Context: an optimization exercise on an open-source flow, tuned for small area, a short achievable clock period and few clock cycles. The choices shown serve that exercise and are no tape-out recipe. Where RTL was checked, it was by simulation tests only, not by an equivalence proof against the original. Power figures rest on the tool's default switching activity, not on a simulated workload.

==> inputs of build 33 <==
## mvm_top
module mvm_top (
	input  logic                   clk,
	input  logic                   rst,
	input  logic                   cmd_req,
	input  logic [17-1:0]  cmd,      
	input  logic                   res_ack,
	output logic                   cmd_ack,
	output logic                   res_req,
	output logic [23-1:0]  res       
);
clock: 7.0 ns
lec_check: 0
abc_clock_period_in_ps: 1500
cap_margin: 20
core_margin: 2
core_utilization: 75
cts_cluster_diameter: 80
cts_cluster_size: 25
setup_slack_margin: 4.4
slew_margin: 20
run.sh (not shown) runs the stock make flow with config.mk's settings and CLKGATE_MAP_FILE= SYNTH_SCRIPT=/design/flow/synth_recipe.tcl, a recipe that flattens the netlist after the stock synthesis.
==> inputs of build 55, as changes to build 33 <==
--- a/flow/design.v
+++ b/flow/design.v
@@ -4,30 +4,28 @@
 	input  logic                        clk,
 	input  logic                        rst,
 	input  logic [8-1:0]       mat_we,    
 	input  logic                        vec_we,
 	input  logic [8-1:0]       wr_col,    
 	input  logic [8-1:0]      wr_data,
 	input  logic                        start,     
-	input  logic [3:0]                  start_n,   
+	input  logic [2:0]                  n_m1,      
 	input  logic                        f_v,
 	input  logic [2:0]                  f_row,
 	input  logic                        f_half,
-	input  logic [15:0]                 f_sel,     
-	output logic [8-1:0]       mrow_ok,   
 	output logic                        op_v,
 	output logic                        op_h,
 	output logic [4*8-1:0]    op_mat,    
 	output logic [4*13-1:0]             op_vec     
 );
 	logic [8-1:0] mat [8*8];
 	logic [8-1:0] vec [8];
 	logic [8-1:0] vsnap [8];
+	logic [8-1:0]  mrow_ok;
 	logic                   vec_ok;
-	logic [8-1:0]  vcol_ok;   
 	always_ff @(posedge clk or negedge rst)
 	begin
 		if (!rst)
 		begin
 			mrow_ok <= '0;
 			vec_ok  <= 1'b0;
 		end
@@ -46,23 +44,17 @@
 					mat[r*8+c] <= wr_col[c] ? wr_data : '0;
 		for (int c = 0; c < 8; c++)
 			if (vec_we && (wr_col[c] || !vec_ok))
 				vec[c] <= wr_col[c] ? wr_data : '0;
 	end
 	always_ff @(posedge clk)
 	begin
-		if (start)
-			for (int c = 0; c < 8; c++)
-				vcol_ok[c] <= vec_ok && (4'(c) < start_n);
-	end
-	always_ff @(posedge clk)
-	begin
 		for (int c = 0; c < 8; c++)
 			if (start)
-				vsnap[c] <= vec[c];
+				vsnap[c] <= vec_ok ? vec[c] : '0;
 	end
 	always_ff @(posedge clk or negedge rst)
 	begin
 		if (!rst)
 			op_v <= 1'b0;
 		else
 			op_v <= f_v;
@@ -70,41 +62,31 @@
 	logic [8-1:0] vsel [4];
 	logic [12:0]            vdig [4];
 	always_comb
 	begin
 		for (int k = 0; k < 4; k++)
 		begin
 			logic [8:0] b;
-			vsel[k] = vcol_ok[{f_half, 2'(k)}] ? vsnap[{f_half, 2'(k)}] : '0;
+			vsel[k] = (mrow_ok[f_row] && ({f_half, 2'(k)} <= n_m1)) ? vsnap[{f_half, 2'(k)}] : '0;
 			b = {vsel[k], 1'b0};
 			for (int i = 0; i < 4; i++)
 			begin
 				vdig[k][i]   = b[2*i+1] ^ b[2*i];                                           
 				vdig[k][4+i] = (b[2*i+2] & ~b[2*i+1] & ~b[2*i]) | (~b[2*i+2] & b[2*i+1] & b[2*i]);  
 				vdig[k][8+i] = b[2*i+2] & ~(b[2*i+1] & b[2*i]);                              
 			end
 			vdig[k][12] = b[8];
 		end
 	end
-	logic [8-1:0] mat_rd [4];
-	always_comb
-	begin
-		for (int k = 0; k < 4; k++)
-		begin
-			mat_rd[k] = '0;
-			for (int i = 0; i < 16; i++)
-				mat_rd[k] = mat_rd[k] | (mat[i*4+k] & {8{f_sel[i]}});
-		end
-	end
 	always_ff @(posedge clk)
 	begin
 		op_h   <= f_half;
 		for (int k = 0; k < 4; k++)
 		begin
-			op_mat[k*8 +: 8] <= mat_rd[k];
+			op_mat[k*8 +: 8] <= mat[{f_row, f_half, 2'(k)}];
 			op_vec[k*13 +: 13] <= vdig[k];
 		end
 	end
 endmodule
 `default_nettype wire
 `timescale 1ns/100ps
 `default_nettype none
@@ -260,24 +242,26 @@
 	end
 	always_ff @(posedge clk)
 	begin
 		a_h   <= h1;
 		s2_q  <= s2;
 		c2_q  <= c2;
 	end
-	logic [18-1:0] h_sum;
-	logic [18-1:0] h1_sum;
-	add_pp #(.W(18)) u_add0 (.x(s2_q[18-1:0]), .y(c2_q[18-1:0]), .z(h_sum));
+	logic [20-1:0]  acc_w, cs_s, cs_c;
+	logic [18-1:0] h0_sum;
+	add_pp #(.W(18)) u_add0 (.x(s2_q[18-1:0]), .y(c2_q[18-1:0]), .z(h0_sum));
 	always_ff @(posedge clk)
 	begin
 		if (a_v && !a_h)
-			acc <= h_sum;
-		h1_sum <= h_sum;
+			acc <= h0_sum;
 	end
-	add_pp #(.W(20)) u_add (.x(20'(acc)), .y(20'(h1_sum)), .z(a_sum));
+	assign acc_w = 20'(acc);
+	assign cs_s  = acc_w ^ s2_q ^ c2_q;
+	assign cs_c  = ((acc_w & s2_q) | (acc_w & c2_q) | (s2_q & c2_q)) << 1;
+	add_pp #(.W(20)) u_add (.x(cs_s), .y(cs_c), .z(a_sum));
 endmodule
 `default_nettype wire
 `timescale 1ns/100ps
 `default_nettype none
 module seq_ctrl (
 	input  logic                   clk,
 	input  logic                   rst,
@@ -288,32 +272,30 @@
 	input  logic                   o_free,    
 	output logic                   cmd_ack,
 	output logic [8-1:0]  mat_we,    
 	output logic                   vec_we,
 	output logic [8-1:0]  wr_col,    
 	output logic [8-1:0] wr_data,
 	output logic                   start,
-	output logic [3:0]             start_n,   
+	output logic [2:0]             n_m1,      
 	output logic                   f_v,
 	output logic [2:0]             f_row,
 	output logic                   f_half,
-	output logic [15:0]            f_sel,     
-	input  logic [8-1:0]  mrow_ok,   
 	output logic                   flush,
 	output logic                   commit,
-	output logic                   load,      
 	output logic [2:0]             c_row      
 );
 	logic [17-1:0] cq;       
 	logic [8-1:0] cq_col;   
 	logic [2:0]            wr_row;
 	logic                  pend;     
 	logic [1:0]            op;
 	logic [3:0]            rn;
 	logic                  cq_run;   
+	logic [3:0]            start_n;
 	logic                  run_ok;
 	logic                  apply;
 	logic                  mhaz;
 	logic                  busy;     
 	logic                  fa;       
 	logic [2:0]            rf;       
 	logic                  hf;       
@@ -350,29 +332,20 @@
 				mat_we[r] <= apply && (op == 2'd0) && (wr_row == 3'(r));
 			vec_we <= apply && (op == 2'd1);
 		end
 	end
 	assign start   = qgo || (apply && run_ok && free);
 	assign start_n = qv ? qn : rn;
 	assign commit = a_v & a_h & o_free;
+	assign c_row  = rc;
+	assign n_m1   = nm1;
 	assign flush  = a_v & a_h & ~o_free;
 	assign f_v    = fa & ~flush;
 	assign f_row  = rf;
 	assign f_half = hf;
-	always_ff @(posedge clk or negedge rst)
-	begin
-		if (!rst)
-			load <= 1'b0;
-		else
-			load <= commit;
-	end
-	always_ff @(posedge clk)
-	begin
-		c_row <= rc;
-	end
 	always_ff @(posedge clk)
 	begin
 		if (!pend)
 		begin
 			cq <= cmd;
 			cq_run <= (cmd[16:15] == 2'd2) && (cmd[4:1] != 4'd0) && (cmd[4:1] <= 4'(8));
 			for (int c = 0; c < 8; c++)
@@ -449,64 +422,56 @@
 		else
 			rc_n = rc;
 	end
 	always_ff @(posedge clk)
 	begin
 		rf <= rf_n;
 		hf <= hf_n;
-		for (int i = 0; i < 16; i++)
-			f_sel[i] <= ({rf_n, hf_n} == 4'(i)) && mrow_ok[i/2];
 		rc <= rc_n;
 		if (!qv)
 			qn <= rn;
 		if (start)
 			nm1 <= 3'(start_n - 4'd1);
 	end
 endmodule
 `default_nettype wire
 `timescale 1ns/100ps
 `default_nettype none
 module result_buffer (
 	input  logic                    clk,
 	input  logic                    rst,
-	input  logic                    load,      
+	input  logic                    commit,    
 	input  logic [2:0]              row,
 	input  logic [20-1:0]   value,
 	input  logic                    res_ack,
-	output logic                    o_free,    
+	output logic                    o_free,
 	output logic                    res_req,
 	output logic [23-1:0]   res        
 );
 	logic held;    
-	logic res_req_n, held_n;
-	always_comb
-	begin
-		if (res_req)
-			res_req_n = ~res_ack;
-		else
-			res_req_n = ~res_ack & (held | load);
-		held_n = ~res_req & res_ack & (held | load);
-	end
-	assign o_free = ~res_req_n & ~held_n;
+	assign o_free = ~res_req & ~held;
 	always_ff @(posedge clk or negedge rst)
 	begin
 		if (!rst)
 		begin
 			res_req <= 1'b0;
 			held    <= 1'b0;
 		end
 		else
 		begin
-			res_req <= res_req_n;
-			held    <= held_n;
+			if (res_req)
+				res_req <= ~res_ack;
+			else
+				res_req <= ~res_ack & (held | commit);
+			held <= ~res_req & res_ack & (held | commit);
 		end
 	end
 	always_ff @(posedge clk)
 	begin
-		if (load)
+		if (commit)
 			res <= {row, value};
 	end
 endmodule
 `default_nettype wire
 `timescale 1ns/100ps
 `default_nettype none
 module mvm_top (
@@ -520,23 +485,20 @@
 	output logic [23-1:0]  res       
 );
 	logic [8-1:0]     mat_we;
 	logic                      vec_we;
 	logic [8-1:0]     wr_col;
 	logic [8-1:0]    wr_data;
 	logic                      start;
-	logic [3:0]                start_n;
+	logic [2:0]                n_m1;
 	logic                      f_v;
 	logic [2:0]                f_row;
 	logic                      f_half;
-	logic [15:0]               f_sel;
-	logic [8-1:0]     mrow_ok;
 	logic                      flush;
 	logic                      commit;
-	logic                      load;
 	logic                      op_v;
 	logic                      op_h;
 	logic [4*8-1:0]  op_mat;
 	logic [4*13-1:0]           op_vec;
 	logic                      a_v;
 	logic                      a_h;
 	logic [2:0]                c_row;
@@ -552,39 +514,34 @@
 		.o_free  (o_free),
 		.cmd_ack (cmd_ack),
 		.mat_we  (mat_we),
 		.vec_we  (vec_we),
 		.wr_col  (wr_col),
 		.wr_data (wr_data),
 		.start   (start),
-		.start_n (start_n),
+		.n_m1    (n_m1),
 		.f_v     (f_v),
 		.f_row   (f_row),
 		.f_half  (f_half),
-		.f_sel   (f_sel),
-		.mrow_ok (mrow_ok),
 		.flush   (flush),
 		.commit  (commit),
-		.load    (load),
 		.c_row   (c_row)
 	);
 	operand_store u_operand_store (
 		.clk     (clk),
 		.rst     (rst),
 		.mat_we  (mat_we),
 		.vec_we  (vec_we),
 		.wr_col  (wr_col),
 		.wr_data (wr_data),
 		.start   (start),
-		.start_n (start_n),
+		.n_m1    (n_m1),
 		.f_v     (f_v),
 		.f_row   (f_row),
 		.f_half  (f_half),
-		.f_sel   (f_sel),
-		.mrow_ok (mrow_ok),
 		.op_v    (op_v),
 		.op_h    (op_h),
 		.op_mat  (op_mat),
 		.op_vec  (op_vec)
 	);
 	proc_element u_proc_element (
 		.clk    (clk),
@@ -597,15 +554,15 @@
 		.a_v    (a_v),
 		.a_h    (a_h),
 		.a_sum  (a_sum)
 	);
 	result_buffer u_result_buffer (
 		.clk     (clk),
 		.rst     (rst),
-		.load    (load),
+		.commit  (commit),
 		.row     (c_row),
 		.value   (a_sum),
 		.res_ack (res_ack),
 		.o_free  (o_free),
 		.res_req (res_req),
 		.res     (res)
 	);
==> inputs of trial 37, as changes to build 33 <==
--- a/flow/design.v
+++ b/flow/design.v
@@ -4,30 +4,29 @@
 	input  logic                        clk,
 	input  logic                        rst,
 	input  logic [8-1:0]       mat_we,    
 	input  logic                        vec_we,
 	input  logic [8-1:0]       wr_col,    
 	input  logic [8-1:0]      wr_data,
 	input  logic                        start,     
-	input  logic [3:0]                  start_n,   
+	input  logic [2:0]                  n_m1,      
 	input  logic                        f_v,
 	input  logic [2:0]                  f_row,
 	input  logic                        f_half,
 	input  logic [15:0]                 f_sel,     
-	output logic [8-1:0]       mrow_ok,   
 	output logic                        op_v,
 	output logic                        op_h,
 	output logic [4*8-1:0]    op_mat,    
 	output logic [4*13-1:0]             op_vec     
 );
 	logic [8-1:0] mat [8*8];
 	logic [8-1:0] vec [8];
 	logic [8-1:0] vsnap [8];
+	logic [8-1:0]  mrow_ok;
 	logic                   vec_ok;
-	logic [8-1:0]  vcol_ok;   
 	always_ff @(posedge clk or negedge rst)
 	begin
 		if (!rst)
 		begin
 			mrow_ok <= '0;
 			vec_ok  <= 1'b0;
 		end
@@ -46,23 +45,17 @@
 					mat[r*8+c] <= wr_col[c] ? wr_data : '0;
 		for (int c = 0; c < 8; c++)
 			if (vec_we && (wr_col[c] || !vec_ok))
 				vec[c] <= wr_col[c] ? wr_data : '0;
 	end
 	always_ff @(posedge clk)
 	begin
-		if (start)
-			for (int c = 0; c < 8; c++)
-				vcol_ok[c] <= vec_ok && (4'(c) < start_n);
-	end
-	always_ff @(posedge clk)
-	begin
 		for (int c = 0; c < 8; c++)
 			if (start)
-				vsnap[c] <= vec[c];
+				vsnap[c] <= vec_ok ? vec[c] : '0;
 	end
 	always_ff @(posedge clk or negedge rst)
 	begin
 		if (!rst)
 			op_v <= 1'b0;
 		else
 			op_v <= f_v;
@@ -70,15 +63,15 @@
 	logic [8-1:0] vsel [4];
 	logic [12:0]            vdig [4];
 	always_comb
 	begin
 		for (int k = 0; k < 4; k++)
 		begin
 			logic [8:0] b;
-			vsel[k] = vcol_ok[{f_half, 2'(k)}] ? vsnap[{f_half, 2'(k)}] : '0;
+			vsel[k] = (mrow_ok[f_row] && ({f_half, 2'(k)} <= n_m1)) ? vsnap[{f_half, 2'(k)}] : '0;
 			b = {vsel[k], 1'b0};
 			for (int i = 0; i < 4; i++)
 			begin
 				vdig[k][i]   = b[2*i+1] ^ b[2*i];                                           
 				vdig[k][4+i] = (b[2*i+2] & ~b[2*i+1] & ~b[2*i]) | (~b[2*i+2] & b[2*i+1] & b[2*i]);  
 				vdig[k][8+i] = b[2*i+2] & ~(b[2*i+1] & b[2*i]);                              
 			end
@@ -288,32 +281,32 @@
 	input  logic                   o_free,    
 	output logic                   cmd_ack,
 	output logic [8-1:0]  mat_we,    
 	output logic                   vec_we,
 	output logic [8-1:0]  wr_col,    
 	output logic [8-1:0] wr_data,
 	output logic                   start,
-	output logic [3:0]             start_n,   
+	output logic [2:0]             n_m1,      
 	output logic                   f_v,
 	output logic [2:0]             f_row,
 	output logic                   f_half,
 	output logic [15:0]            f_sel,     
-	input  logic [8-1:0]  mrow_ok,   
 	output logic                   flush,
 	output logic                   commit,
 	output logic                   load,      
 	output logic [2:0]             c_row      
 );
 	logic [17-1:0] cq;       
 	logic [8-1:0] cq_col;   
 	logic [2:0]            wr_row;
 	logic                  pend;     
 	logic [1:0]            op;
 	logic [3:0]            rn;
 	logic                  cq_run;   
+	logic [3:0]            start_n;
 	logic                  run_ok;
 	logic                  apply;
 	logic                  mhaz;
 	logic                  busy;     
 	logic                  fa;       
 	logic [2:0]            rf;       
 	logic                  hf;       
@@ -350,14 +343,15 @@
 				mat_we[r] <= apply && (op == 2'd0) && (wr_row == 3'(r));
 			vec_we <= apply && (op == 2'd1);
 		end
 	end
 	assign start   = qgo || (apply && run_ok && free);
 	assign start_n = qv ? qn : rn;
 	assign commit = a_v & a_h & o_free;
+	assign n_m1   = nm1;
 	assign flush  = a_v & a_h & ~o_free;
 	assign f_v    = fa & ~flush;
 	assign f_row  = rf;
 	assign f_half = hf;
 	always_ff @(posedge clk or negedge rst)
 	begin
 		if (!rst)
@@ -450,15 +444,15 @@
 			rc_n = rc;
 	end
 	always_ff @(posedge clk)
 	begin
 		rf <= rf_n;
 		hf <= hf_n;
 		for (int i = 0; i < 16; i++)
-			f_sel[i] <= ({rf_n, hf_n} == 4'(i)) && mrow_ok[i/2];
+			f_sel[i] <= ({rf_n, hf_n} == 4'(i));
 		rc <= rc_n;
 		if (!qv)
 			qn <= rn;
 		if (start)
 			nm1 <= 3'(start_n - 4'd1);
 	end
 endmodule
@@ -520,20 +514,19 @@
 	output logic [23-1:0]  res       
 );
 	logic [8-1:0]     mat_we;
 	logic                      vec_we;
 	logic [8-1:0]     wr_col;
 	logic [8-1:0]    wr_data;
 	logic                      start;
-	logic [3:0]                start_n;
+	logic [2:0]                n_m1;
 	logic                      f_v;
 	logic [2:0]                f_row;
 	logic                      f_half;
 	logic [15:0]               f_sel;
-	logic [8-1:0]     mrow_ok;
 	logic                      flush;
 	logic                      commit;
 	logic                      load;
 	logic                      op_v;
 	logic                      op_h;
 	logic [4*8-1:0]  op_mat;
 	logic [4*13-1:0]           op_vec;
@@ -552,39 +545,37 @@
 		.o_free  (o_free),
 		.cmd_ack (cmd_ack),
 		.mat_we  (mat_we),
 		.vec_we  (vec_we),
 		.wr_col  (wr_col),
 		.wr_data (wr_data),
 		.start   (start),
-		.start_n (start_n),
+		.n_m1    (n_m1),
 		.f_v     (f_v),
 		.f_row   (f_row),
 		.f_half  (f_half),
 		.f_sel   (f_sel),
-		.mrow_ok (mrow_ok),
 		.flush   (flush),
 		.commit  (commit),
 		.load    (load),
 		.c_row   (c_row)
 	);
 	operand_store u_operand_store (
 		.clk     (clk),
 		.rst     (rst),
 		.mat_we  (mat_we),
 		.vec_we  (vec_we),
 		.wr_col  (wr_col),
 		.wr_data (wr_data),
 		.start   (start),
-		.start_n (start_n),
+		.n_m1    (n_m1),
 		.f_v     (f_v),
 		.f_row   (f_row),
 		.f_half  (f_half),
 		.f_sel   (f_sel),
-		.mrow_ok (mrow_ok),
 		.op_v    (op_v),
 		.op_h    (op_h),
 		.op_mat  (op_mat),
 		.op_vec  (op_vec)
 	);
 	proc_element u_proc_element (
 		.clk    (clk),
SETUP_SLACK_MARGIN = 4.5   (was 4.4)
==> summary of the runs <==
Trial 37 passed the timing, design-rule and antenna checks. Build 33 passed the timing, design-rule and antenna checks. Build 55 ran to the end with no violations. Between build 55 and trial 37, the lower synthesized cell count is in trial 37 (gap 4.2%, measured against trial 37). The lowest non-clock buffer count belongs to build 33, the highest to build 55. Against build 33, the critical path depth of trial 37 is lower by 4. The highest wire length belongs to build 55, the lowest to build 33.
==> figures <==
Xor/xnor share of the synthesized area: trial 37 3.72%; build 55 3.66%; build 33 3.74%
Peak supply drop: trial 37 0.000367 V; build 55 0.000519 V; build 33 0.000395 V
Synth cell types: trial 37 76; build 55 71; build 33 73
Sequential-to-total area share from yosys stat: trial 37 63.7%; build 55 61.8%; build 33 64.7%
Internal power: trial 37 12,400 uW; build 55 14,400 uW; build 33 13,600 uW
Combinational power: trial 37 7860 uW; build 55 12,200 uW; build 33 9800 uW
Maximum number of pins on one net before global-route repair: trial 37 74; build 55 73; build 33 59
Top-area cell type share of the netlist area: trial 37 48.9%; build 55 48.7%; build 33 49.8%
Outcome: trial 37 timing/DRC/antenna clean; build 55 timing/DRC/antenna clean; build 33 timing/DRC/antenna clean
Design area: trial 37 46,800 sq um; build 55 47,100 sq um; build 33 46,100 sq um
Testbench counts of build 33, summed over its fixed seeds: cycles 9,863.
Testbench counts of trial 37, summed over its fixed seeds: cycles 9,863.
Function not checked in build 55: the RTL went through the layout flow alone.

static timing again, ports no longer ideal:
How much do the figures lean on ideal ports? The routed layouts below were timed once more, with nothing changed but the port constraints. Step 1: set_driving_cell puts a clkbuf_16 on clk and a buf_2 on each other input, an assumption about the parent block. Step 2 moves the port delays by t, midway between the first and last clock arrival at a register: inputs arrive t later, outputs are due t later. That takes back most of the time a late clock gives input paths. Three values: ideal, step 1, step 2; two values: the first two.
| run | t (ns) | setup WS [ns] | worst setup path after step 2 | worst slew at a driven data input, ns |
|---|---|---|---|---|
| build 33 | 0.692 | 4.343 / 4.343 / 4.037 | input to register | 0.04 |
| build 55 | 0.689 | 4.231 / 4.231 / 4.231 | register to register | 0.04 |
| trial 37 | 0.688 | 4.407 / 4.363 / 3.855 | input to register | 0.04 |
After both steps setup and hold are still met in every run listed. The setup slack of trial 37, which loses most, moves by -0.044 ns with the drivers and by -0.552 ns with both steps.
